What follows belongs to an exercise in optimizing a design on an open flow for small area, a short achievable clock period and few clock cycles; a production flow would make more cautious choices.
RTL that was checked went through simulation tests only; none was proved equivalent to the original.

Design complex_unit, start of the top module:
module complex_unit (
    input  logic          cpu_clk_i,
    input  logic          rst_i,
    input  logic          flush_i,
    input  logic          cu_valid_i,
    input  logic [2:0]    cu_opcode_i,
    input  logic [31:0]   cu_operand1_i,
    input  logic [31:0]   cu_operand2_i,
    output logic          busy_o,
    output logic [31:0]   result_o,
    output logic          wb_valid_o
);
==> flow/config.mk <==
export PLATFORM = sky130hd
export DESIGN_NAME = complex_unit
export DESIGN_NICKNAME = complex_unit
export VERILOG_FILES = /design/flow/design.v
export SDC_FILE = /design/flow/constraint.sdc
export NUM_CORES = 4
export LEC_CHECK = 0
export CAP_MARGIN = 20
export CORE_MARGIN = 2
export CORE_UTILIZATION = 40
export SETUP_SLACK_MARGIN = 3.5
export SLEW_MARGIN = 20
==> flow/constraint.sdc <==
create_clock -name core_clock -period 10.0 [get_ports {cpu_clk_i}]
set_input_delay 2.0000 -clock core_clock [delete_from_list [all_inputs] [get_ports {cpu_clk_i}]]
set_output_delay 2.0000 -clock core_clock [all_outputs]
set_load 0.01 [all_outputs]
run.sh (not shown) runs the stock make flow with config.mk's settings and CLKGATE_MAP_FILE= SYNTH_SCRIPT=/design/flow/synth_recipe.tcl, a recipe that flattens the netlist after the stock synthesis.
Testbench counts at the start, summed over its fixed seeds: cycles 12,772.
Edit:
--- a/flow/design.v
+++ b/flow/design.v
@@ -102,27 +102,37 @@
         endcase
     end
     logic [5:0]  w_lp, w_lx, w_j;
     logic        w_x_zero, w_small;
     assign w_lp     = bitlen(r_p[31:0]);
     assign w_lx     = bitlen(r_x[31:0]);
     assign w_j      = w_lp - w_lx;
     assign w_x_zero = (r_x[31:0] == 32'd0);
     assign w_small  = (w_lp < w_lx);
-    logic [64:0] w_t1f, w_t2f;
-    logic [31:0] w_r1, w_r2;
-    logic        w_q1, w_q2;
-    assign w_t1f = bk_add({32'd0, r_p[31:0]}, {31'd0, ~r_x}, 1'b1, 33);
-    assign w_q1  = w_t1f[33];
-    assign w_r1  = w_q1 ? w_t1f[31:0] : r_p[31:0];
-    assign w_t2f = bk_add({32'd0, w_r1}, {32'd0, ~r_x[32:1]}, 1'b1, 32);
-    assign w_q2  = w_t2f[32];
-    assign w_r2  = w_q2 ? w_t2f[31:0] : w_r1;
+    logic [34:0] w_ta, w_tb, w_tc;
+    logic        w_a_ok, w_b_ok, w_c_ok, w_q1, w_q2;
+    logic [31:0] w_r2;
+    assign w_ta   = {3'b0, r_p[31:0]} - {2'b0, r_x};
+    assign w_tb   = {3'b0, r_p[31:0]} - {3'b0, r_x[32:1]};
+    assign w_tc   = {3'b0, r_p[31:0]} - {2'b0, r_x} - {3'b0, r_x[32:1]};
+    assign w_a_ok = !w_ta[34];
+    assign w_b_ok = !w_tb[34];
+    assign w_c_ok = !w_tc[34];
+    assign w_q1   = w_a_ok;
+    assign w_q2   = w_a_ok ? w_c_ok : w_b_ok;
+    always_comb begin
+        case ({w_q1, w_q2})
+            2'b11:   w_r2 = w_tc[31:0];
+            2'b10:   w_r2 = w_ta[31:0];
+            2'b01:   w_r2 = w_tb[31:0];
+            default: w_r2 = r_p[31:0];
+        endcase
+    end
     always_ff @(posedge cpu_clk_i) begin
         if (rst_i || flush_i) begin
             r_state <= S_IDLE;
         end else if (w_accept) begin
             r_state <= !w_is_div ? S_MUL : (w_q0 ? S_DONE : S_NORM);
         end else begin
             case (r_state)
                 S_MUL:  if (w_mul_last) r_state <= S_DONE;
                 S_NORM: if (w_x_zero || w_small) r_state <= S_DONE;
@@ -1089,34 +1099,12 @@
     assign t444 = (t298 & t369) | (t368 & (t298 ^ t369));
     assign t445 = t300 ^ t371 ^ t370;
     assign t446 = (t300 & t371) | (t370 & (t300 ^ t371));
     assign t447 = (x[31] & d[7]) ^ ~(x[32] & d[6]) ^ t372;
     assign t448 = ((x[31] & d[7]) & ~(x[32] & d[6])) | (t372 & ((x[31] & d[7]) ^ ~(x[32] & d[6])));
     logic [40:0] ra, rb;
     assign ra = {1'b1, ~(x[32] & d[7]), t447, t445, t443, t441, t439, t437, t435, t433, t431, t429, t427, t425, t423, t421, t419, t417, t415, t413, t411, t409, t407, t405, t403, t401, t399, t397, t395, t393, t391, t389, t387, t385, t383, t381, t379, t377, t375, p[1], (x[0] & d[0])};
     assign rb = {1'b0, t448, t446, t444, t442, t440, t438, t436, t434, t432, t430, t428, t426, t424, t422, t420, t418, t416, t414, t412, t410, t408, t406, t404, t402, t400, t398, t396, t394, t392, t390, t388, t386, t384, t382, t380, t378, t376, t374, t373, p[0]};
     logic [41:0] sum;
-    assign sum = bk_add41(ra, rb, 1'b0);
+    assign sum = {1'b0, ra} + {1'b0, rb};
     assign s = sum[40:0];
-    function automatic logic [41:0] bk_add41(input logic [40:0] a, input logic [40:0] b,
-                                             input logic cin);
-        logic [41:0] g, p, gg, pp;
-        g[0] = cin; p[0] = 1'b0;
-        for (int i = 0; i < 41; i++) begin
-            g[i+1] = a[i] & b[i];
-            p[i+1] = a[i] ^ b[i];
-        end
-        gg = g; pp = p;
-        for (int d = 1; d <= 41; d = d * 2)
-            for (int i = 2*d - 1; i <= 41; i = i + 2*d) begin
-                gg[i] = gg[i] | (pp[i] & gg[i-d]);
-                pp[i] = pp[i] & pp[i-d];
-            end
-        for (int d = 64; d >= 1; d = d / 2)
-            for (int i = 3*d - 1; i <= 41; i = i + 2*d) begin
-                gg[i] = gg[i] | (pp[i] & gg[i-d]);
-                pp[i] = pp[i] & pp[i-d];
-            end
-        for (int i = 0; i < 41; i++) bk_add41[i] = p[i+1] ^ gg[i];
-        bk_add41[41] = gg[41];
-    endfunction
 endmodule
Via count climbs by about a fifth.
Area after synthesis climbs by roughly a tenth.
Setup slack got worse by 0.054 ns.
Cell count climbs by about a fifth.
Wire length climbs by roughly a tenth.
Design area climbs by a few percent.
Synthesized cell count climbs by about a fifth.
Global-route usage is about the same.
Die area climbs by roughly a tenth.
Fmax drops slightly.
Testbench counts after the change, summed over its fixed seeds: cycles 12,772.

Another version of the RTL of complex_unit (not shown whole).
Size: about 3,400 cells after synthesis, ~110 flip-flops.
Settings: LEC_CHECK=0, CAP_MARGIN=20, CORE_MARGIN=2, CORE_UTILIZATION=40, SETUP_SLACK_MARGIN=4, SLEW_MARGIN=20; clock period 10.0 ns.
==> next run, changes <==
--- a/flow/design.v
+++ b/flow/design.v
@@ -76,59 +76,62 @@
     assign w_b_ext  = {w_b_neg, cu_operand2_i};
     logic [64:0] w_na_f, w_nb_f;
     assign w_na_f   = bk_add({31'd0, ~w_a_ext}, 64'd0, 1'b1, 33);
     assign w_nb_f   = bk_add({31'd0, ~w_b_ext}, 64'd0, 1'b1, 33);
     assign w_na     = w_na_f[32:0];
     assign w_nb     = w_nb_f[32:0];
     assign w_abs_a  = w_a_neg ? w_na[31:0] : cu_operand1_i;
     assign w_abs_b  = w_b_neg ? w_nb[31:0] : cu_operand2_i;
     assign w_swap   = bytelen(cu_operand1_i, w_sa) < bytelen(cu_operand2_i, w_sb);
     assign w_mx     = w_swap ? (w_a_neg ? w_nb : w_b_ext) : (w_b_neg ? w_na : w_a_ext);
-    function automatic logic [3:0] nlen(input logic [31:0] v);
-        nlen = 4'd0;
-        for (int i = 0; i < 8; i++)
-            if (v[4*i +: 4] != 4'd0) nlen = 4'(i + 1);
-    endfunction
-    logic w_q0;
-    assign w_q0 = nlen(w_abs_a) < nlen(w_abs_b);
     logic [40:0] w_prod;
     mul_step u_mul (.p(r_p), .x(r_x), .d(r_q[7:0]), .s(w_prod));
     logic w_mul_last;
     always_comb begin
         case (r_cnt[1:0])
             2'd0:    w_mul_last = (r_q[31:8] == 24'd0);
             2'd1:    w_mul_last = (r_q[23:8] == 16'd0);
             2'd2:    w_mul_last = (r_q[15:8] == 8'd0);
             default: w_mul_last = 1'b1;
         endcase
     end
     logic [5:0]  w_lp, w_lx, w_j;
     logic        w_x_zero, w_small;
     assign w_lp     = bitlen(r_p[31:0]);
     assign w_lx     = bitlen(r_x[31:0]);
     assign w_j      = w_lp - w_lx;
     assign w_x_zero = (r_x[31:0] == 32'd0);
     assign w_small  = (w_lp < w_lx);
-    logic [64:0] w_t1f, w_t2f;
-    logic [31:0] w_r1, w_r2;
-    logic        w_q1, w_q2;
-    assign w_t1f = bk_add({32'd0, r_p[31:0]}, {31'd0, ~r_x}, 1'b1, 33);
-    assign w_q1  = w_t1f[33];
-    assign w_r1  = w_q1 ? w_t1f[31:0] : r_p[31:0];
-    assign w_t2f = bk_add({32'd0, w_r1}, {32'd0, ~r_x[32:1]}, 1'b1, 32);
-    assign w_q2  = w_t2f[32];
-    assign w_r2  = w_q2 ? w_t2f[31:0] : w_r1;
+    logic [34:0] w_ta, w_tb, w_tc;
+    logic        w_a_ok, w_b_ok, w_c_ok, w_q1, w_q2;
+    logic [31:0] w_r2;
+    assign w_ta   = {3'b0, r_p[31:0]} - {2'b0, r_x};
+    assign w_tb   = {3'b0, r_p[31:0]} - {3'b0, r_x[32:1]};
+    assign w_tc   = {3'b0, r_p[31:0]} - {2'b0, r_x} - {3'b0, r_x[32:1]};
+    assign w_a_ok = !w_ta[34];
+    assign w_b_ok = !w_tb[34];
+    assign w_c_ok = !w_tc[34];
+    assign w_q1   = w_a_ok;
+    assign w_q2   = w_a_ok ? w_c_ok : w_b_ok;
+    always_comb begin
+        case ({w_q1, w_q2})
+            2'b11:   w_r2 = w_tc[31:0];
+            2'b10:   w_r2 = w_ta[31:0];
+            2'b01:   w_r2 = w_tb[31:0];
+            default: w_r2 = r_p[31:0];
+        endcase
+    end
     always_ff @(posedge cpu_clk_i) begin
         if (rst_i || flush_i) begin
             r_state <= S_IDLE;
         end else if (w_accept) begin
-            r_state <= !w_is_div ? S_MUL : (w_q0 ? S_DONE : S_NORM);
+            r_state <= w_is_div ? S_NORM : S_MUL;
         end else begin
             case (r_state)
                 S_MUL:  if (w_mul_last) r_state <= S_DONE;
                 S_NORM: if (w_x_zero || w_small) r_state <= S_DONE;
                         else r_state <= S_DIV;
                 S_DIV:  if (r_cnt == 5'd0) r_state <= S_DONE;
                 default: r_state <= S_IDLE;
             endcase
         end
     end
The changed run finished with timing, DRC and antenna clean.
Design area rises by 1.9%.
Register-to-register slack is better by 0.39 ns.
Worst setup slack gets better by 0.38 ns.
Area after synthesis grows by 2.6%.
Maximum frequency came out higher by about 6.4%.
Die area came out higher by about 2.5%.
Clock-buffer cell count climbs by 3.
Non-clock buffer count fell by 22.
Global-route usage rises by 2.5 points.
Routed wire length goes up by 11%.
Critical path depth falls by 16.
Testbench counts after the change, summed over its fixed seeds: cycles 13,035.
No functional check of the RTL was part of the first run of this note.

-- port drivers added, routing unchanged --
Ports are ideal in the flow. The routed layouts listed here were re-timed in OpenROAD. Step 1: set_driving_cell puts a clkbuf_16 on cpu_clk_i and a buf_2 on each other input, an assumption about the parent block. Step 2 also shifts input and output timing later by t, the mid clock arrival at the registers, as if the neighbouring blocks saw the same clock. Three values: ideal ports, drivers, drivers and shift; two values: the first two.
run | shift t [ns] | setup WS [ns] | worst hold slack (ns) | clock arrival spread, ns | worst register clock-pin slew, ns
the first run of note 1 | 0.450 | 3.532 / 3.523 / 3.139 | 0.490 / 0.490 / 0.490 | 0.013 / 0.014 | 0.09 / 0.09
the second run of note 1 | 0.431 | 3.478 / 3.514 / 3.083 | 0.555 / 0.555 / 0.555 | 0.017 / 0.017 | 0.09 / 0.09
the first run of note 2 | 0.453 | 3.655 / 3.655 / 3.541 | 0.482 / 0.482 / 0.482 | 0.015 / 0.014 | 0.10 / 0.10
the second run of note 2 | 0.464 | 4.039 / 4.050 / 3.615 | 0.550 / 0.550 / 0.550 | 0.011 / 0.011 | 0.09 / 0.09
After both steps setup and hold are still met in every run listed. The setup slack of the second run of note 2, which loses most, moves by +0.011 ns with the drivers and by -0.424 ns with both steps.
